This design comes from an exercise in tuning for small area on the open sky130 flow, not from production work. In this exercise RTL edits were held to simulation tests only and were not proved equivalent to the original. Power and IR drop assume default switching activity.

File: design/flow/flow/run.sh
#!/bin/bash
# Own layout flow: the standard layout (standard.sh, all of it), with two changes passed to
# ORFS through its own variables:
# - port buffers are the smallest buffer (buf_1) instead of the flow's default pick;
# - clock tree: clkbuf_8 buffers, sink clusters of at most 21 sinks within 45 um, and no dummy
#   loads for balancing.
# All tool output goes to logs in this folder (standard.log here, ORFS's per-step logs under orfs/logs).
set -e
export BUFFER_PORTS_ARGS="-buffer_cell sky130_fd_sc_hd__buf_1"
export CTS_ARGS="-sink_clustering_enable -repair_clock_nets -dont_use_dummy_load -sink_clustering_size 21 -sink_clustering_max_diameter 45 -buf_list sky130_fd_sc_hd__clkbuf_8"
bash standard.sh > standard.log 2>&1
File: design/flow/standard.sh
#!/bin/bash
# synth_recipe.tcl (not shown) runs the flow's synth.tcl, then flattens the netlist and writes it again
# the make line also repeats each setting of config.mk as NAME=value (left out here)
make -C /OpenROAD-flow-scripts/flow DESIGN_CONFIG=/design/flow/config.mk WORK_HOME=/design/flow/orfs CLKGATE_MAP_FILE= SYNTH_SCRIPT=/design/flow/synth_recipe.tcl "${@:-finish}"
File: design/flow/config.mk
export PLATFORM = sky130hd
export DESIGN_NAME = video_in_to_axis
export DESIGN_NICKNAME = video_in_to_axis
export VERILOG_FILES = /design/flow/design.v
export SDC_FILE = /design/flow/constraint.sdc
export NUM_CORES = 4
export LEC_CHECK = 0
export CAP_MARGIN = 20
export CORE_MARGIN = 2
export CORE_UTILIZATION = 75
export PLACE_DENSITY = 0.82
export SLEW_MARGIN = 20
export SYNTH_HIERARCHICAL = 1
File: design/flow/constraint.sdc
create_clock -name core_clock -period 6.0 [get_ports {clk}]
set_input_delay 1.2000 -clock core_clock [delete_from_list [all_inputs] [get_ports {clk}]]
set_output_delay 1.2000 -clock core_clock [all_outputs]
set_load 0.01 [all_outputs]
File: design/flow/design.v
package bdc_pkg;
    localparam int DATA_WIDTH_DEF = 24;
    localparam int WIDTH_DEF      = 1920;
    localparam int HEIGHT_DEF     = 1080;
    localparam int DROP_CNT_W     = 16;
    localparam int TLAST_BIT = 0;
    localparam int TUSER_BIT = 1;
    typedef enum logic [1:0] {
        ST_WAIT_VSYNC,
        ST_ARMED,
        ST_ACTIVE,
        ST_DROP
    } vin_state_e;
endpackage
module vin_rd_aoi3 (
    input  logic [2:0] i_sel,
    input  logic [2:0] i_dat,
    output logic       o_n
);
    assign o_n = ~|(i_sel & i_dat);
endmodule
module vin_rd_or23 (
    input  logic [22:0] i_n,
    output logic        o_y
);
    assign o_y = ~&i_n;
endmodule
module video_in_to_axis #(
    parameter int WIDTH      = bdc_pkg::WIDTH_DEF,
    parameter int HEIGHT     = bdc_pkg::HEIGHT_DEF,
    parameter int DATA_WIDTH = bdc_pkg::DATA_WIDTH_DEF,
    parameter int FIFO_DEPTH = 64,
    parameter bit VSYNC_POL  = 1'b1
)(
    input  logic                          clk,
    input  logic                          rst_n,
    input  logic [DATA_WIDTH-1:0]         vid_data,
    input  logic                          vid_de,
    input  logic                          vid_vsync,
    output logic [DATA_WIDTH-1:0]         m_axis_tdata,
    output logic                          m_axis_tvalid,
    output logic                          m_axis_tlast,
    output logic                          m_axis_tuser,
    input  logic                          m_axis_tready,
    input  logic                          ovf_clr,
    output logic                          overflow,
    output logic [bdc_pkg::DROP_CNT_W-1:0]         drop_cnt,
    output logic [$clog2(FIFO_DEPTH):0]   fifo_level,
    output logic [15:0]                   meas_width,
    output logic [15:0]                   meas_height,
    output logic                          meas_valid
);
    localparam int AW = $clog2(FIFO_DEPTH);
    localparam int EW = DATA_WIDTH + 1;
    localparam int SD = FIFO_DEPTH - 1;
    logic [DATA_WIDTH-1:0] r_data;
    logic                  r_de;
    logic                  r_vs;
    logic                  r_vs_d;
    logic                  w_vs_edge;
    always_ff @(posedge clk) r_data <= vid_data;
    always_ff @(posedge clk or negedge rst_n) begin
        if (!rst_n) begin
            r_de   <= 1'b0;
            r_vs   <= 1'b0;
            r_vs_d <= 1'b0;
        end else begin
            r_de   <= vid_de;
            r_vs   <= VSYNC_POL ? vid_vsync : ~vid_vsync;
            r_vs_d <= r_vs;
        end
    end
    assign w_vs_edge = r_vs & ~r_vs_d;
    logic                  r_armed;
    logic                  r_active;
    logic [10:0]           r_x;
    logic [10:0]           r_y;
    logic                  r_wr;
    logic [EW-1:0]         r_wr_ent;
    logic                  r_wr_last;
    logic                  r_ovf;
    logic [15:0]           r_drop;
    logic [AW:0]           r_level;
    logic                  w_full;
    logic                  w_empty;
    logic                  w_rd;
    logic                  w_push;
    logic                  w_wr_lost;
    logic                  w_line_end;
    logic                  w_frame_end;
    logic                  w_req;
    assign w_full      = r_level[AW];
    assign w_empty     = (r_level == '0);
    assign w_rd        = ~w_empty & m_axis_tready;
    assign w_wr_lost   = r_wr & w_full & ~m_axis_tready;
    assign w_push      = r_wr & ~w_wr_lost;
    assign w_line_end  = (r_x == X_LAST_L);
    assign w_frame_end = w_line_end & (r_y == Y_LAST_L);
    assign w_req       = ~w_vs_edge & ~w_wr_lost & r_de & (r_armed | r_active);
    always_ff @(posedge clk) begin
        r_wr_ent  <= {r_armed, r_data};
        r_wr_last <= w_line_end;
    end
    function automatic logic [10:0] lfsr_step(input logic [10:0] v);
        lfsr_step = {v[9:0], v[10] ^ v[8]};
    endfunction
    function automatic logic [10:0] lfsr_after(input int n);
        logic [10:0] v;
        v = '1;
        for (int i = 0; i < n; i++) v = {v[9:0], v[10] ^ v[8]};
        lfsr_after = v;
    endfunction
    localparam logic [10:0] X_LAST_L = lfsr_after(WIDTH - 1);
    localparam logic [10:0] Y_LAST_L = lfsr_after(HEIGHT - 1);
    always_ff @(posedge clk) begin
        if (w_vs_edge) begin
            r_x <= '1;
            r_y <= '1;
        end else if (w_req) begin
            if (w_line_end) begin
                r_x <= '1;
                r_y <= lfsr_step(r_y);
            end else begin
                r_x <= lfsr_step(r_x);
            end
        end
    end
    always_ff @(posedge clk or negedge rst_n) begin
        if (!rst_n) begin
            r_armed  <= 1'b0;
            r_active <= 1'b0;
            r_wr     <= 1'b0;
            r_ovf    <= 1'b0;
            r_drop   <= '0;
        end else begin
            r_wr <= w_req;
            if (ovf_clr)   r_ovf <= 1'b0;
            if (w_wr_lost) r_ovf <= 1'b1;
            if (w_wr_lost || (w_vs_edge && r_active))
                if (~&r_drop) r_drop <= r_drop + 1'b1;
            if (w_vs_edge) begin
                r_armed  <= 1'b1;
                r_active <= 1'b0;
            end else if (w_wr_lost) begin
                r_armed  <= 1'b0;
                r_active <= 1'b0;
            end else if (w_req) begin
                r_armed  <= 1'b0;
                r_active <= ~w_frame_end;
            end
        end
    end
    logic [EW-1:0]         r_mem [SD];
    logic [EW-1:0]         r_head;
    logic [AW-1:0]         r_last_dist;
    logic                  r_last_vld;
    always_ff @(posedge clk) begin
        if (w_push) begin
            r_mem[0] <= r_wr_ent;
            for (int i = 1; i < SD; i++) r_mem[i] <= r_mem[i-1];
        end
    end
    always_ff @(posedge clk) begin
        if (w_push && r_wr_last) r_last_dist <= AW'(r_level - {{AW{1'b0}}, w_rd});
        else if (w_rd)           r_last_dist <= r_last_dist - 1'b1;
    end
    always_ff @(posedge clk or negedge rst_n) begin
        if (!rst_n) begin
            r_level    <= '0;
            r_last_vld <= 1'b0;
        end else begin
            case ({w_push, w_rd})
                2'b10:   r_level <= r_level + 1'b1;
                2'b01:   r_level <= r_level - 1'b1;
                default: r_level <= r_level;
            endcase
            if (w_push && r_wr_last)
                r_last_vld <= 1'b1;
            else if (w_rd && r_last_dist == '0)
                r_last_vld <= 1'b0;
        end
    end
    logic [SD-1:0] w_sel;
    logic          w_take_wr;
    logic          w_hold;
    logic [EW-1:0] w_next;
    always_comb
        for (int i = 0; i < SD; i++) w_sel[i] = w_rd & (r_level == (AW+1)'(i + 2));
    assign w_hold    = ~w_rd & ~w_empty;
    assign w_take_wr = w_push & (w_empty | (w_rd & r_level == (AW+1)'(1)));
    for (genvar b = 0; b < EW; b++) begin : g_rd
        logic [22:0] w_t;
        for (genvar k = 0; k < 21; k++) begin : g_aoi
            vin_rd_aoi3 u_aoi (
                .i_sel (w_sel[3*k +: 3]),
                .i_dat ({r_mem[3*k+2][b], r_mem[3*k+1][b], r_mem[3*k][b]}),
                .o_n   (w_t[k])
            );
        end
        assign w_t[21] = ~(w_take_wr & r_wr_ent[b]);
        assign w_t[22] = ~(w_hold & r_head[b]);
        vin_rd_or23 u_or (.i_n(w_t), .o_y(w_next[b]));
    end
    always_ff @(posedge clk or negedge rst_n) begin
        if (!rst_n) r_head <= '0;
        else        r_head <= w_next;
    end
    assign m_axis_tvalid = ~w_empty;
    assign m_axis_tdata  = r_head[DATA_WIDTH-1:0];
    assign m_axis_tuser  = r_head[DATA_WIDTH];
    assign m_axis_tlast  = r_last_vld & (r_last_dist == '0);
    assign fifo_level    = r_level;
    assign overflow      = r_ovf;
    assign drop_cnt      = r_drop;
    logic        r_de_d;
    logic [15:0] r_mw_cnt;
    logic [15:0] r_mh_cnt;
    logic [15:0] r_mw;
    logic [15:0] r_mh;
    logic        r_first_done;
    logic        r_seen_vs;
    logic        r_mv;
    always_ff @(posedge clk) begin
        r_de_d <= r_de;
        if (w_vs_edge) begin
            r_mw_cnt     <= '0;
            r_mh_cnt     <= '0;
            r_first_done <= 1'b0;
        end else begin
            if (r_de && !r_first_done) r_mw_cnt <= r_mw_cnt + 1'b1;
            if (r_de_d && !r_de) begin
                r_mh_cnt     <= r_mh_cnt + 1'b1;
                r_first_done <= 1'b1;
            end
        end
    end
    always_ff @(posedge clk or negedge rst_n) begin
        if (!rst_n) begin
            r_mw      <= '0;
            r_mh      <= '0;
            r_seen_vs <= 1'b0;
            r_mv      <= 1'b0;
        end else if (w_vs_edge) begin
            if (r_seen_vs) begin
                r_mw <= r_mw_cnt;
                r_mh <= r_mh_cnt;
                r_mv <= 1'b1;
            end
            r_seen_vs <= 1'b1;
        end
    end
    assign meas_width  = r_mw;
    assign meas_height = r_mh;
    assign meas_valid  = r_mv;
endmodule
==> results of run 1 <==
## worst paths after layout
check / start / endpoint / slack, ps / depth (start not counted)
worst max-delay path: r_level[0] / r_head[24] / 1520 / 11
max in group asynchronous: rst_n / r_level[5] / 4050 / 2
worst min register to register: r_data[9] / r_wr_ent[9] / 310 / 0
worst min-delay path: r_data[9] / r_wr_ent[9] / 310 / 0
worst max register to register: r_level[0] / r_head[24] / 1520 / 11
min in group asynchronous: rst_n / r_head[0] / 570 / 1
## cell families (layout without fill, tap and decap cells)
family | count (synthesis) | count (layout) | share of synthesized area
mux | 36 | 36 | 0.006439
xor+xnor | 52 | 52 | 0.007371
buf+inv | 50 | 361 | 0.004293
flops | 1777 | 1777 | 0.8391
simple gates | 572 | 572 | 0.04704
fa+ha+maj | 13 | 13 | 0.002632
other cells | 0 | 8 | 0
compound gates | 597 | 597 | 0.09309
## metrics by stage
step / utilization / cells / setup WS (ps) / instance area [sq um] / hold slack [ps]
floorplan: - / 3097 / -7546 / 61820 / 309.6
global placement: 0.7869 / 4336 / 1677 / 64410 / 312.6
detailed placement: 0.7871 / 4336 / 1523 / 64420 / 312.1
CTS: 0.8110 / 4478 / 1734 / 66380 / 307.0
global route: 0.8110 / 4479 / 1387 / 66380 / 319.8
finish: 0.8112 / 4486 / 1521 / 66400 / 305.5
## synth_stat cells, drive strengths merged (5+ instances only)
cell type  number
nor2b           7
dfrtp          90
a222oi        525
nand2b          5
o2111ai         5
mux2           30
nor4           32
nor2          139
xor2           24
mux2i           6
nor3           14
a31oi           5
dfxtp         106
ha             13
nand4         135
edfxtp       1581
clkbuf         16
nand3          73
inv            11
buf            22
nand3b          6
and3            8
o21ai          31
a21oi          10
o211ai          5
nand2         126
xnor2          28
## per-module statistics from Yosys, one instance, submodules excluded
module / cells / cell area (sq um)
vin_rd_aoi3: 1 / 10.01
vin_rd_or23: 9 / 50.05
video_in_to_axis: 2347 / 55280
## sequential cells by signal, indices dropped and copies added (netlist names), 6 cells and up
name / flops
r_mh: 16
r_mem: 1575
r_mh_cnt: 16
r_mw_cnt: 16
r_x: 11
r_head: 25
r_y: 11
r_last_dist: 6
r_data: 24
r_level: 7
r_mw: 16
r_drop: 16
r_wr_ent: 25
## power groups by stage
| stage | Sequential [uW] | Combinational (uW) | Clock [uW] |
|---|---|---|---|
| final | 15800 | 2570 | 5700 |
| after global routing | 15900 | 2720 | 6100 |
| after CTS | 15700 | 2520 | 5700 |
| after detailed placement | 16000 | 2520 | 0 |
| after global placement | 15900 | 2420 | 0 |
| after floorplan | 16300 | 1480 | 0 |
## per-layer routing
layer  vias up  GRT usage  part of all wire
li1      14270          -                 -
met2      4011     0.5755              0.44
met5         -          0                 0
met4         0     0.1952             0.056
met3       561     0.1436              0.18
met1     17890     0.5462              0.32
## cell type report
class                      count  area (sq um)  share of cell area
clock buffer                 142          1954             0.02943
tap                         1070          1339             0.02016
multi-input combinational   1270          9899              0.1491
timing repair buffer         207          1284             0.01933
inverter                      12         50.05           0.0007538
antenna                        8         20.02           0.0003015
sequential                  1777         51850              0.7809
==> results.toml, run 1 <==
[status]
status = "finished clean"

[setup_path]
crit_path_end_kind = "register"
critPathMaxFanout = 14
arrival_ps = 5130
cpLargestDelayFamily = "simple AND/OR/NAND/NOR gates"
crit_path_max_incr_delay_ps = 750
crit_required_ps = 6650
cp-start-kind = "register"
crit_path_frequent_cell = "buf_4"
slowest_stage = "nand3_1"
path_cells = "inv_1, ha_1, or3b_1, nand3_1, nor2_2, buf_4, buf_4, a222oi_1, nand4_1, nor2_1, nand2_1"
critPathBufInv = 3
path_class = "reg2reg"

[clocking]
htree_num_levels = 4
cts-buffers-inserted = 142
clock_latency_ps = 830
cts.sinks = 1777
tritoncts = "done"
ctsRootBufferMaster = "clkbuf_8"
cts_setup_buffers = 0
cts_buffer_depth = 3
cts_hold_buf = 0
clkSlewWorstSetupHoldPaths_ps = 110
cts.repair.resized = 0

[detailed_routing]
drc = 0
drt_first_pass_iters = 12
wirelength_um = 169300
drt_iter0_drc = 9910
wl_per_cell_um = 37.74
vias = 36730
vias_per_cell = 8.188
postRouteAntennaNets = 0

[sta]
drv_slew = 0
worst_pin_slew_ps = 1292
finalSetupViolations = 0
slew_headroom = 0.1374
min_period_over_period = 0.7466
rsz0062_at_grt = "no"
final-hold-violation-count = 0
max_freq_mhz = 223.2
finalSetupTns_ps = 0
fin_crit_ps = 4479
clock_skew_ps = 108.6

[place]
place.gp.congestion = 0.9008
port_buffers = 113
place_hpwl_um = 97430

[power]
pwr-share-comb = 0.107
pwr-share-seq = 0.656
power_uw = 24060
leakagePower_uw = 0.02030
p_per_area_nw_per_um2 = 362.4
p_int_uw = 17810
switching_share = 0.2600
pwr-share-clk = 0.237
switching_power_uw = 6256
ir_worst_vdd_mv = 0.2342

[floorplanning]
die_area_sq_um = 84700
die_w_um = 291.0
num_rows = 105
initial_core_util = 0.7549
core_sq_um = 81850
pin_count = 114
die_h_um = 291.0

[global_routing]
grt_usage = 0.3971
grt_pass1_vias = 35220
grt_max_degree = 176
grt_antenna_before_repair = 4
grt_pass1_wl_um = 238400
grt_overflow = 0

[yosys]
ys_ff_latch = 1777
yosysUniqueCellTypes = 66
synth_edf_count = 1581
syn_area_sq_um = 61790
ys_warn_count = 8
ys_async_sr_fraction = 0.05065
avgSynthCellArea_sq_um = 19.95
yosysTopAreaCell = "edfxtp_1"
synth_flop_cell = "edfxtp_1"
synthCells = 3097
synth.top_cells.by_area = "edfxtp_1 77%, a222oi_1 8.5%, dfrtp_1 3.6%, dfxtp_1 3.4%, nand4_1 1.4%"
synth_seq_area_share = 0.8391
synth_top_area_frac = 0.7683
syn_nets = 3140

[final_layout]
fillCellCount = 3942
final_common_cell = "edfxtp_1"
area_delta_synth_final_pct = 7.456
mostFrequentLayoutCells = "1581 x edfxtp_1, 525 x a222oi_1, 142 x clkbuf_8"
drive_above_1_share = 0.1027
fin_nets = 3453

[job]
cap_violations = 0

[min_path]
hold_path_class = "reg2reg"
==> run 2, diff against run 1 <==
==> design/flow/flow/run.sh (replaced) <==
#!/bin/bash
# Own layout flow: the standard layout (standard.sh, all of it), with two changes passed to
# ORFS through its own variables:
# - port buffers are the smallest buffer (buf_1) instead of the flow's default pick;
# - clock tree: clkbuf_8 buffers, sink clusters of at most 18 sinks within 55 um, and no dummy
#   loads for balancing.
# All tool output goes to logs in this folder (standard.log here, ORFS's per-step logs under orfs/logs).
set -e
export BUFFER_PORTS_ARGS="-buffer_cell sky130_fd_sc_hd__buf_1"
export CTS_ARGS="-sink_clustering_enable -repair_clock_nets -dont_use_dummy_load -sink_clustering_size 18 -sink_clustering_max_diameter 55 -buf_list sky130_fd_sc_hd__clkbuf_8"
bash standard.sh > standard.log 2>&1
==> run 2 against run 1 <==
- still clean
- global-route usage grew 0.092 points
- clock-buffer cell count fell by 11
- cell count is 0.36% lower
- synthesized cell count unchanged
- critical path type unchanged
- largest cell class unchanged
==> results.toml, run 2 <==
[yosys]
synthMuxAreaShare = 0.006439
synth_adder_area_share = 0.002632
yosysTopAreaCell = "edfxtp_1"
ys_ff_latch = 1777
synth_top_family_by_area = "compound AO/OA/AOI/OAI gates"
ys_warn_count = 8
yosysMostFrequentCell = "edfxtp_1"
synth-simple-area-share = 0.04704
avgSynthCellArea_sq_um = 19.95
synth_flop_cell = "edfxtp_1"
ys_async_sr_fraction = 0.05065
syn_area_sq_um = 61790
synthCells = 3097
synth-compound-area-share = 0.09309
synth_edf_count = 1581
synth_xor_area_frac = 0.007371
synth.top_cells.by_area = "edfxtp_1 77%, a222oi_1 8.5%, dfrtp_1 3.6%, dfxtp_1 3.4%, nand4_1 1.4%"
ys_top_cells_by_count = "1581 x edfxtp_1, 525 x a222oi_1, 139 x nor2_1, 134 x nand4_1, 126 x nand2_1"
syn_nets = 3140
yosysUniqueCellTypes = 66
synth_top_area_frac = 0.7683
synth_seq_area_share = 0.8391

[final_layout]
drive_above_1_share = 0.1001
area_delta_synth_final_pct = 7.195
largest_register_ff_count = 1575
final_common_cell = "edfxtp_1"
top_regs = "r_mem x1575, r_head x25, r_wr_ent x25"
finalInstanceArea_sq_um = 66230
fillCellCount = 3955
mostFrequentLayoutCells = "1581 x edfxtp_1, 525 x a222oi_1, 134 x nand4_1"
fin_nets = 3442
postLayoutCoreUtil = 0.8092
regMostFlops = "r_mem"

[detailed_routing]
wirelength_um = 169000
drt_iter0_drc = 10030
vias_per_cell = 8.179
drc = 0
drt_first_pass_iters = 13
wl_per_cell_um = 37.81
postRouteAntennaNets = 0
vias = 36560

[floorplanning]
core_sq_um = 81850
initial_core_util = 0.7549
die_h_um = 291.0
die_area_sq_um = 84700
pin_count = 114
num_rows = 105
die_w_um = 291.0

[setup_path]
path_cells = "inv_1, ha_1, or3b_1, nand3_1, nor2_2, buf_4, a222oi_1, nand4_1, nor2_1, nand2_1"
slowest_stage = "nand3_1"
critPathMaxFanout = 14
crit_path_end_kind = "register"
crit_required_ps = 6700
arrival_ps = 5100
crit_path_max_incr_delay_ps = 780
cp-start-kind = "register"
path_class = "reg2reg"

[sta]
slew_headroom = 0.1551
rsz0062_at_grt = "no"
worst_pin_slew_ps = 1266
max_freq_mhz = 226.9
finalSetupViolations = 0
finalSetupTns_ps = 0
min_period_over_period = 0.7345
fin_crit_ps = 4407
whs_ps = 314.4
drv_slew = 0
layout_setup_ws_ps = 1593
final-hold-violation-count = 0
clock_skew_ps = 117.5

[clocking]
clkSlewWorstSetupHoldPaths_ps = 100
cts_buffer_depth = 3
cts.repair.resized = 0
tritoncts = "done"
cts_setup_buffers = 0
cts-buffers-inserted = 131
ctsRootBufferMaster = "clkbuf_8"
htree_num_levels = 4
cts.sinks = 1777
cts_hold_buf = 0
clock_latency_ps = 850

[power]
ir_worst_vdd_mv = 0.2317
leakagePower_uw = 0.02022
p_per_area_nw_per_um2 = 359.9

[global_routing]
grt_overflow = 0
grt_max_degree = 176
grt_pass1_wl_um = 238600
grt_antenna_before_repair = 2
grt_usage = 0.3980
grt_pass1_vias = 35190

[place]
place_ws_ps = 1523
placed_area_sq_um = 64420
place_hpwl_um = 97430
place.gp.congestion = 0.9008
port_buffers = 113

[job]
cap_violations = 0

[status]
status = "finished clean"

[min_path]
hold_path_class = "reg2reg"
==> run 2: changes by cell type in the layout (fill, tap and decap cells not counted) <==
| cell | before | now |
|---|---|---|
| clkbuf_8 | 142 | 131 |
| diode_2 | 8 | 3 |
| nand2b_1 | 4 | 3 |
| nand2b_2 | 0 | 1 |
==> run 2: critical path: cells and delay by family, from the launching register on <==
family	cells	cell delay (ps)
buf+inv	2	520
compound gates	1	550
flops	1	470
simple gates	6	2410
fa+ha+maj	1	350
==> run 2: cell type report <==
type                    count  area, sq um  share of cell area
well taps                1070         1339             0.02021
repair buffers            207         1284             0.01938
multi-input cells        1270         9902              0.1495
clock buffers             131         1803             0.02722
inverters                  12        50.05           0.0007556
flip-flops and latches   1777        51850              0.7828
diodes                      3        7.507           0.0001133
==> run 2: stage by stage <==
stage | instances | total power (uW)
floorplan | 3097 | 17780
global placement | 4336 | 18310
detailed placement | 4336 | 18500
CTS | 4467 | 23750
global route | 4468 | 24480
finish | 4470 | 23840
==> run 2: cell families (layout without fill, tap and decap cells) <==
family	Yosys count	count (layout)
DFF	1777	1777
buffers and inverters	50	350
AOI/OAI and AO/OA	597	597
xor gates and xnor gates	52	52
muxes	36	36
adders and majority gates	13	13
other	0	3
and+or+nand+nor	572	572
==> run 2: modules after synthesis (local to each module, per instance) <==
module            area (sq um)  cells  times used  flops+latches
video_in_to_axis         55280   2347           1           1777
vin_rd_aoi3              10.01      1         525              0
vin_rd_or23              50.05      9          25              0
==> run 2: per-layer routing <==
layer | vias to the layer above | GRT usage | part of all wire
met2 | 3841 | 0.5753 | 0.44
met1 | 17890 | 0.5434 | 0.32
li1 | 14250 | - | -
met5 | - | 0 | 0.00014
met3 | 580 | 0.1442 | 0.18
met4 | 2 | 0.2074 | 0.063
==> run 2: worst paths after layout <==
kind | from | to | slack [ps] | cells past startpoint
max | r_level[0] | r_head[8] | 1590 | 10
min | r_data[5] | r_wr_ent[5] | 310 | 0
min in group asynchronous | rst_n | r_head[9] | 560 | 1
min reg2reg | r_data[5] | r_wr_ent[5] | 310 | 0
max reg2reg | r_level[0] | r_head[8] | 1590 | 10
max in group asynchronous | rst_n | r_level[5] | 4050 | 2
==> run 2: power by group <==
group          internal [uW]  leakage [uW]  switching (uW)
registers              15000        0.0157             790
logic                    695       0.00357            1870
clock network           1970      0.000942            3530
==> run 3, diff against run 2 <==
==> design/flow/flow/run.sh (replaced) <==
#!/bin/bash
# Own layout flow: the standard layout (standard.sh, all of it), with two changes passed to
# ORFS through its own variables:
# - port buffers are the smallest buffer (buf_1) instead of the flow's default pick;
# - clock tree: clkbuf_8 buffers, sink clusters of at most 19 sinks within 58 um, and no dummy
#   loads for balancing.
# All tool output goes to logs in this folder (standard.log here, ORFS's per-step logs under orfs/logs).
set -e
export BUFFER_PORTS_ARGS="-buffer_cell sky130_fd_sc_hd__buf_1"
export CTS_ARGS="-sink_clustering_enable -repair_clock_nets -dont_use_dummy_load -sink_clustering_size 19 -sink_clustering_max_diameter 58 -buf_list sky130_fd_sc_hd__clkbuf_8"
bash standard.sh > standard.log 2>&1
==> run 3 against run 2 <==
- non-clock buffer count unchanged
- clock skew down 39 ps
- synthesized area unchanged
- core utilization down 0.26 points
- routed wire length down 0.28%
- worst setup slack better by 8.2 ps
- cell count down 0.29%
- clock power down 5.8%
- combinational power about the same
- sequential share of layout area up 0.26 points
- critical path type unchanged
- critical endpoint unchanged
- largest cell class unchanged
- largest power group unchanged
==> results.toml, run 3 <==
[status]
status = "finished clean"

[detailed_routing]
postRouteAntennaNets = 0
vias = 36420
wirelength_um = 168500
drc = 0
drt_iter0_drc = 10590
vias_per_cell = 8.172
drt_first_pass_iters = 12
wl_per_cell_um = 37.82

[setup_path]
path_cells = "inv_1, ha_1, or3b_1, nand3_1, nor2_2, buf_4, a222oi_1, nand4_1, nor2_1, nand2_1"
crit_path_max_incr_delay_ps = 750
path_class = "reg2reg"
crit_required_ps = 6640
critPathBufInv = 2
cp-start-kind = "register"
crit_path_end_kind = "register"
reg2reg_slack_ps = 1600
critPathMaxFanout = 14
slowest_stage = "nand3_1"
cpLargestDelayFamily = "simple AND/OR/NAND/NOR gates"
arrival_ps = 5040

[final_layout]
register_area_sq_um = 51850
area_delta_synth_final_pct = 6.846
mostFrequentLayoutCells = "1581 x edfxtp_1, 525 x a222oi_1, 134 x nand4_1"
regMostFlops = "r_mem"
fin_nets = 3426
top_regs = "r_mem x1575, r_head x25, r_wr_ent x25"
final_common_cell = "edfxtp_1"
largest_register_ff_count = 1575
fillCellCount = 3993
multi_input_comb_area_sq_um = 9899
drive_above_1_share = 0.09553

[yosys]
ys_async_sr_fraction = 0.05065
yosysMostFrequentCell = "edfxtp_1"
synth_edf_count = 1581
yosysTopAreaCell = "edfxtp_1"
yosysUniqueCellTypes = 66
synth.top_cells.by_area = "edfxtp_1 77%, a222oi_1 8.5%, dfrtp_1 3.6%, dfxtp_1 3.4%, nand4_1 1.4%"
ys_warn_count = 8
synthCells = 3097
synth_seq_area_share = 0.8391
syn_area_sq_um = 61790
synth_top_area_frac = 0.7683
ys_top_cells_by_count = "1581 x edfxtp_1, 525 x a222oi_1, 139 x nor2_1, 134 x nand4_1, 126 x nand2_1"
ys_ff_latch = 1777
avgSynthCellArea_sq_um = 19.95
syn_nets = 3140
synth_flop_cell = "edfxtp_1"

[floorplanning]
core_sq_um = 81850
initial_core_util = 0.7549
die_w_um = 291.0
pin_count = 114
die_h_um = 291.0
num_rows = 105
die_area_sq_um = 84700

[clocking]
clock_latency_ps = 800
cts.sinks = 1777
ctsRootBufferMaster = "clkbuf_8"
cts-buffers-inserted = 115
cts_setup_buffers = 0
tritoncts = "done"
cts_buffer_depth = 3
htree_num_levels = 3
clkSlewWorstSetupHoldPaths_ps = 110
cts_hold_buf = 0
cts.repair.resized = 0

[sta]
min_period_over_period = 0.7331
finalSetupTns_ps = 0
max_freq_mhz = 227.3
worst_pin_slew_ps = 1216
clock_skew_ps = 78.17
drv_slew = 0
slew_headroom = 0.1888
fin_crit_ps = 4399
rsz0062_at_grt = "no"
final-hold-violation-count = 0
finalSetupViolations = 0

[global_routing]
grt_max_degree = 176
grt_pass1_wl_um = 237700
grt_usage = 0.3953
grt_antenna_before_repair = 6
grtUsageMet1 = 0.5406
busiest_layer = "met2"
grt_pass1_vias = 35000
grtUsageMet2 = 0.5709
grt_overflow = 0
use_met3 = 0.1438

[power]
ir_worst_vdd_mv = 0.2295
power_uw = 23520
p_per_area_nw_per_um2 = 356.3
leakagePower_uw = 0.02010

[place]
port_buffers = 113
place_hpwl_um = 97430
place.gp.congestion = 0.9008

[min_path]
hold_path_class = "reg2reg"

[job]
cap_violations = 0
-- run 3: cell counts after synthesis --
No cell type changed its count.
-- run 3: worst paths after layout --
path                                  from          end  depth (start not counted)
worst max-delay path            r_level[0]    r_head[8]                         10
worst min-delay path             r_data[5]  r_wr_ent[5]                          0
worst max register to register  r_level[0]    r_head[8]                         10
worst min register to register   r_data[5]  r_wr_ent[5]                          0
max in group asynchronous            rst_n      r_mw[9]                          2
min in group asynchronous            rst_n    r_head[0]                          1
-- run 3: per-stage QoR --
| step | worst slack (ps) | instances | cell area [sq um] | hold WS [ps] | utilization |
|---|---|---|---|---|---|
| 6_report | 1601 | 4457 | 66020 | 320.1 | 0.8066 |
| 3_3_place_gp | 1677 | 4336 | 64410 | 312.6 | 0.7869 |
| 2_1_floorplan | -7546 | 3097 | 61820 | 309.6 | - |
| 5_1_grt | 1482 | 4453 | 66010 | 317.4 | 0.8065 |
| 3_5_place_dp | 1523 | 4336 | 64420 | 312.1 | 0.7871 |
| 4_1_cts | 1768 | 4451 | 66000 | 321.1 | 0.8064 |
-- run 3: modules after synthesis, one instance, submodules excluded --
module,flip-flops and latches,cells
vin_rd_or23,0,9
vin_rd_aoi3,0,1
video_in_to_axis,1777,2347
-- run 3: layout make-up --
type | instances | share of cell area
clock buffer | 115 | 0.02397
timing repair buffer | 207 | 0.01944
multi-input combinational | 1270 | 0.1499
inverter | 12 | 0.0007581
sequential | 1777 | 0.7854
antenna | 6 | 0.0002274
tap | 1070 | 0.02028
-- run 3: routing by layer --
metal,part of all wire,vias to the layer above,wire length (um)
met4,0.062,6,10460
met1,0.32,17750,54100
met5,0.00055,-,93
met3,0.18,576,30010
li1,-,14210,-
met2,0.44,3885,73880
-- run 3: kinds of logic after synthesis --
kind of cell,count (synthesis),synth area share
compound gates,597,0.09309
flops,1777,0.8391
fa+ha+maj,13,0.002632
buf+inv,50,0.004293
simple gates,572,0.04704
xor+xnor,52,0.007371
mux,36,0.006439
-- run 3: power breakdown --
group          internal (uW)  total [uW]  switching, uW
clock                   1710        5170           3460
combinational            694        2570           1870
sequential             15000       15800            790
total                  17400       23500           6120

## port drivers added, routing unchanged
No port has a modelled driver above. Below, the same layouts with a new extraction and two added sets of constraints. Step 1, drivers: a clkbuf_16 drives clk and a buf_2 each remaining input, both assumed. Step 2, shift: input delay + t, output delay - t, t = (earliest + latest rising clock arrival at the registers) / 2. This alone moves slack from input paths to output paths. Slacks: no drivers / after step 1 / after step 2; pairs: no drivers / after step 1.
run	t, ns	setup WS [ns]	worst hold slack (ns)	worst setup path after step 2	worst slew at a driven data input, ns
run 1	0.854	1.521 / 1.521 / 1.247	0.305 / 0.305 / 0.305	input to register	0.05
run 2	0.864	1.593 / 1.593 / 1.290	0.314 / 0.314 / 0.314	input to register	0.05
run 3	0.824	1.601 / 1.601 / 1.364	0.320 / 0.320 / 0.320	input to register	0.05
After both steps every run listed still meets setup and hold. For run 2, which loses most, drivers alone change the setup slack by 0.000 ns; drivers and shift together by -0.303 ns.
